What follows belongs to an exercise in optimizing a design on an open flow for small area and a short achievable clock period; a production flow would make more cautious choices. The clock port is modelled as an ideal driver, which makes a skipped or thinned clock tree look cheaper than it is; a real chip needs a root buffer or a tree. No activity file was given, so power comes from the tool's default toggle rates.

## v6
// accel_controller
module accel_controller #(
    parameter int SRAM_ADDR_W = 17
) (
    input  logic                                  clk,
    input  logic                                  rst,
    input  logic                                  start,
    input  logic [accel_pkg::cfg_w-1:0]           confi,
    output logic [SRAM_ADDR_W-1:0]                ifmap_sram_addr,
    output logic [SRAM_ADDR_W-1:0]                filter_sram_addr,
    output logic                                  ifmap_sram_ren,
    output logic                                  filter_sram_ren,
    output logic [accel_pkg::ifmap_buf_aw-1:0]    ifmap_buffer_waddr,
    output logic                                  ifmap_buffer_wen,
    output logic [accel_pkg::filter_buf_aw-1:0]   filter_buffer_waddr,
    output logic                                  filter_buffer_wen,
    output logic [accel_pkg::pe_count-1:0][accel_pkg::ifmap_buf_aw-1:0]  ifmap_raddr,
    output logic [accel_pkg::pe_count-1:0]                               ifmap_ren,
    output logic [accel_pkg::pe_count-1:0][accel_pkg::filter_buf_aw-1:0] filter_raddr,
    output logic [accel_pkg::pe_count-1:0]                               filter_ren,
    output logic [accel_pkg::result_sel_w-1:0]    result_sel,
    output logic                                  post_unit_wen
);
Size: roughly 140 I/O pins, roughly 12000 µm² of cells after synthesis.
==> flow/config.mk <==
export PLATFORM = sky130hd
export DESIGN_NAME = accel_controller
export DESIGN_NICKNAME = accel_controller
export VERILOG_FILES = /design/flow/design.v
export SDC_FILE = /design/flow/constraint.sdc
export NUM_CORES = 4
export LEC_CHECK = 0
export CAP_MARGIN = 20
export CORE_MARGIN = 2
export CORE_UTILIZATION = 40
export CTS_BUF_LIST = sky130_fd_sc_hd__clkbuf_16
export CTS_CLUSTER_DIAMETER = 120
export CTS_CLUSTER_SIZE = 24
export SETUP_SLACK_MARGIN = 4.8
export SLEW_MARGIN = 20
==> flow/constraint.sdc <==
create_clock -name core_clock -period 7.5 [get_ports {clk}]
set_input_delay 1.5000 -clock core_clock [delete_from_list [all_inputs] [get_ports {clk}]]
set_output_delay 1.5000 -clock core_clock [all_outputs]
set_load 0.01 [all_outputs]
standard.sh (not shown) runs the stock make flow with config.mk's settings and CLKGATE_MAP_FILE= SYNTH_SCRIPT=/design/flow/synth_recipe.tcl, a recipe that flattens the netlist after the stock synthesis.
==> flow/flow/run.sh <==
#!/bin/bash
# Standard layout with two changes: the port buffers are buf_2 cells, and after CTS the
# clock tree's middle level and its dummy loads are taken out, so the root buffer at the
# clock port drives the leaf buffers directly.
set -euo pipefail
export BUFFER_PORTS_ARGS="-buffer_cell sky130_fd_sc_hd__buf_2"
bash standard.sh cts > standard_cts.log 2>&1
R=$PWD/orfs/results/sky130hd/accel_controller/base
cp $R/4_cts.odb $R/4_cts_orig.odb
CTS_ODB=$R/4_cts_orig.odb CTS_ODB_OUT=$R/4_cts.odb openroad -no_init -exit flow/clk_flatten.tcl > clk_flatten.log 2>&1
bash standard.sh finish > standard_finish.log 2>&1
==> flow/flow/clk_flatten.tcl <==
# Take the clock tree's middle level out: the root buffer at the clock port then drives the
# leaf buffers directly. Also drop the dummy loads CTS adds for balancing.
read_db $::env(CTS_ODB)
set block [ord::get_db_block]
set clk_net [$block findNet clk]
set root ""
foreach it [$clk_net getITerms] {
  if {[[$it getMTerm] getIoType] == "INPUT"} { set root [$it getInst] }
}
puts "root buffer: [$root getName] ([[$root getMaster] getName])"
set root_out [[$root findITerm X] getNet]
set removed 0
foreach it [$root_out getITerms] {
  set inst [$it getInst]
  if {$inst == $root} { continue }
  set master [[$inst getMaster] getName]
  if {![string match "*clkbuf*" $master]} { continue }
  set xo [$inst findITerm X]
  if {$xo == "NULL" || [$xo getNet] == "NULL"} { continue }
  set onet [$xo getNet]
  # only bypass buffers that drive buffers, not flops
  set loads {}
  set ok 1
  foreach lt [$onet getITerms] {
    if {[$lt getInst] == $inst} { continue }
    set lm [[$lt getInst] getMaster]
    if {![string match "*clkbuf*" [$lm getName]] && ![string match "clkload*" [[$lt getInst] getName]]} { set ok 0 }
    lappend loads $lt
  }
  if {!$ok} { continue }
  foreach lt $loads { $lt disconnect; $lt connect $root_out }
  $it disconnect
  $xo disconnect
  puts "bypassed [$inst getName] ($master), [llength $loads] loads moved"
  odb::dbInst_destroy $inst
  odb::dbNet_destroy $onet
  incr removed
}
# dummy loads: clock cells whose output drives nothing
foreach inst [$block getInsts] {
  if {[string match "clkload*" [$inst getName]]} {
    puts "removed dummy load [$inst getName] ([[$inst getMaster] getName])"
    foreach it [$inst getITerms] { if {[$it getNet] != "NULL"} { $it disconnect } }
    odb::dbInst_destroy $inst
  }
}
puts "bypassed $removed buffers"
write_db $::env(CTS_ODB_OUT)
## Diff of input files: v7 against v6
--- a/flow/design.v
+++ b/flow/design.v
@@ -39,30 +39,29 @@
     logic [3:0] pen;         
     logic       q;           
     logic       ts_r;        
     logic [7:0]  pc;         
     logic        nc0;        
     logic [9:0]  h_r;
     logic [11:0] wr;         
     logic [5:0]  ci_r;
-    logic [6:0]  e_r;        
+    logic [6:0]  e_c;        
     logic [7:0]  cc;         
     logic [9:0]  rr;         
     logic [7:0]  gg;         
     logic        cl_r, rl_r;
     logic        ds_r;       
     logic [16:0] hw5;        
     logic [16:0] tb;         
     logic [16:0] a_r;        
     logic [2:0]  ik;
     logic        k5;
-    logic        fl_r, tbs_r;    
+    logic        fl_r, tbs_r, tbc_r;    
     logic [4:0]  ich;
-    logic [14:0] g_r;        
     logic [14:0] f_r;        
     logic        fe_r;
     logic [5:0]  y0h, y1h, y2h, y3h;
     logic [3:0]  x1h, x2h, x3h;
     logic [9:0] w_r;
     logic busy, accept, ds, pc_clr, iend;
     logic [4:0] cim1;
     assign w_r = wr[9:0];
@@ -112,45 +111,46 @@
             if (ds)
                 q <= 1'b1;
             else if (pc[3:0] == 4'd15)
                 q <= 1'b0;
         end
     end
     logic [11:0] bd_r;       
     logic        bn_r;       
+    logic        bf_r, be_r;   
     logic [11:0] bmag;
     logic        bo, bt;
     logic [16:0] badd;
     logic [17:0] bsum;
     logic [14:0] bacc;
     logic        x2, x1, x0;
     assign x2 = (cs == 4'd2) ? 1'b0 : wr[9];
     assign x1 = (cs == 4'd2) ? 1'b0 : wr[8];
     assign x0 = (cs == 4'd2) ? confi[9] : wr[7];
     assign bo = x1 ^ x0;
     assign bt = (x2 && !x1 && !x0) || (!x2 && x1 && x0);
     assign bmag = bo ? {2'd0, h_r} : (bt ? {1'd0, h_r, 1'b0} : 12'd0);
     assign badd = {{5{bn_r}}, bd_r};
-    assign bacc = (cs == 4'd3) ? 15'd31 : hw5[14:0];
-    assign bsum = {bacc, 1'b1, (cs != 4'd7), 1'b1} + {badd, bn_r};
+    assign bacc = bf_r ? 15'd31 : hw5[14:0];
+    assign bsum = {bacc, 1'b1, be_r, 1'b1} + {badd, bn_r};
     always_ff @(posedge clk)
     begin
         if (cs == 4'd1)
             h_r <= confi;
         if (cs == 4'd2)
             wr <= {2'b00, confi};
         else if (cs >= 4'd3 && cs <= 4'd8)
             wr <= {wr[9:0], wr[11:10]};
         bd_r <= x2 ? ~bmag : bmag;
+        bf_r <= (cs == 4'd2);
+        be_r <= (cs != 4'd6);
         bn_r <= x2;
         if (cs == 4'd3)
             ci_r <= confi[5:0];
-        if (cs == 4'd4)
-            e_r <= 7'(7'd1 - 7'(3 * ci_r));
         if (cs >= 4'd3 && cs <= 4'd8)
             hw5 <= bsum[17:1];
     end
     always_ff @(posedge clk)
     begin
         ds_r <= pen[2] && !pen[1];
         if (cs == 4'd3)
             cl_r <= (w_r[9:2] == {6'd0, ~w_r[1], w_r[1]});
@@ -164,49 +164,58 @@
         if (cs == 4'd2 || (ds_r && cl_r && rl_r))
             rr <= h_r;
         else if (ds_r && cl_r)
             rr <= rr - 10'd1;
         if (cs == 4'd4)
             gg <= confi[9:2];
         else if (ds_r && cl_r && rl_r)
             gg <= gg - 8'd1;
-        if (cs == 4'd1 || (tbs_r && cl_r && rl_r))
+        if (cs == 4'd1 || (tbc_r && cl_r && rl_r))
             tb <= 17'd0;
-        else if (tbs_r)
-            tb <= asum;
+        else if (tbc_r)
+            tb <= a_r;
     end
     logic [16:0] asum;
     logic [3:0]  astep;
-    assign asum = a_r + (k5 ? hw5 : {13'd0, astep});
+    logic        k5_n;
+    assign k5_n = !ts_r && !k5 && (ik == 3'd4);
+    assign asum = a_r + {(k5 ? hw5[16:4] : 13'd0), astep};
     always_ff @(posedge clk)
     begin
         fl_r <= r_i && iend;
         tbs_r <= fl_r;
-        astep <= fl_r ? (cl_r ? 4'(4'd6 + {~w_r[1], w_r[0]}) : 4'd4) : 4'd1;
+        tbc_r <= tbs_r;
+        astep <= k5_n ? hw5[3:0] : (fl_r ? (cl_r ? 4'(4'd6 + {~w_r[1], w_r[0]}) : 4'd4) : 4'd1);
         a_r <= (ts_r || fl_r) ? tb : asum;
         ik <= (ts_r || k5) ? 3'd0 : ik + 3'd1;
-        k5 <= !ts_r && !k5 && (ik == 3'd4);
+        k5 <= k5_n;
         ich <= ts_r ? cim1 : ich - {4'd0, k5};
     end
     logic [14:0] fsum;
-    logic        sd_n, fe_n;
+    logic        sd_n, fe_n, fph_n, gl;
     logic [7:0]  fa_r;       
+    assign e_c = 7'(7'd1 - 7'(3 * ci_r));
     assign sd_n = r_f && w_i && (pc[1:0] == 2'd1);
     assign fe_n = sd_n && (pc[6:2] == cim1);
+    assign fph_n = ts_r || (r_f && !fe_r);
+    assign gl = cl_r && rl_r;
     assign fsum = f_r + {{8{fa_r[7]}}, fa_r[6:0]};
     always_ff @(posedge clk)
     begin
         fe_r <= fe_n;
-        fa_r <= fe_n ? 8'd1 : (sd_n ? {1'b1, e_r} : {2'd0, ci_r});
-        f_r <= ts_r ? g_r : fsum;
-        if (cs == 4'd1)
-            g_r <= 15'd0;
-        else if (fe_r && cl_r && rl_r)
-            g_r <= fsum;
+        if (fe_n)
+            fa_r <= gl ? 8'd1 : {1'b1, e_c};
+        else if (fe_r)
+            fa_r <= gl ? 8'd0 : 8'(-{2'd0, ci_r});
+        else if (fph_n)
+            fa_r <= sd_n ? {1'b1, e_c} : {2'd0, ci_r};
+        else
+            fa_r <= 8'd0;
+        f_r <= (cs == 4'd1) ? 15'd0 : fsum;
     end
     always_ff @(posedge clk)
     begin
         pc <= pc_clr ? 8'd0 : pc + 8'd1;
         nc0 <= pc_clr ? 1'b1 : pc[0];
         y0h <= pc_clr ? 6'd0 : 6'(({y0h, pc[0]} + 7'd3) >> 1);
         y1h <= y0h;
         y2h <= y1h + {5'd0, nc0};
### Flow results
Diff v6 -> v7: clock power share down 0.4 points, hold slack decreased 0.0064 ns, first-pass GRT wire length shrank by about 8%. Of v6 and v7, the higher path length in cells of the critical path belongs to v6. Changes observed in v7 relative to v6: final area decreased by 5.2% relative to the old numbers, final cell count without fillers decreased by 34 relative to the old numbers. In the route summary, v7 ends up with a via count below that of v6. Between v6 and v7, flip-flop and latch count is higher for v6, v7 comes in under that. Top cell class by occupied area = multi-input combinational cells: v7; top cell class by occupied area = flip-flops and latches: v6. Delta (v7 minus v6): share of the final layout cell area in multi-input gates up 1.7 points; post-detailed-routing wire length moved down. Compared with v6, in v7 global-route usage moved down, period utilization dropped 1.1 points.
No functional check of the RTL was part of any run of this note.

port drivers added, routing unchanged:
In the flow no input, the clock included, has a driving cell. The finished layouts below were timed again as built, in two steps.
Step 1 sets driving cells, clkbuf_16 on the clock port and buf_2 on the other inputs (assumed; they add their load-dependent delay and slew).
Step 2 adds t to the input delays and takes it off the output delays; t is the mean of the earliest and latest rising clock arrival at the registers after step 1. Input paths then give back, and output paths get back, about the clock's delay inside the block.
Slacks: ideal / step 1 / step 2; pairs: ideal / step 1.
run | t (ns) | setup WS [ns] | cell pins on the clock port's net
v6 | 0.464 | 4.796 / 4.796 / 4.796 | 1
v7 | 0.447 | 4.881 / 4.832 / 4.966 | 1
After both steps setup and hold are still met in every run listed.
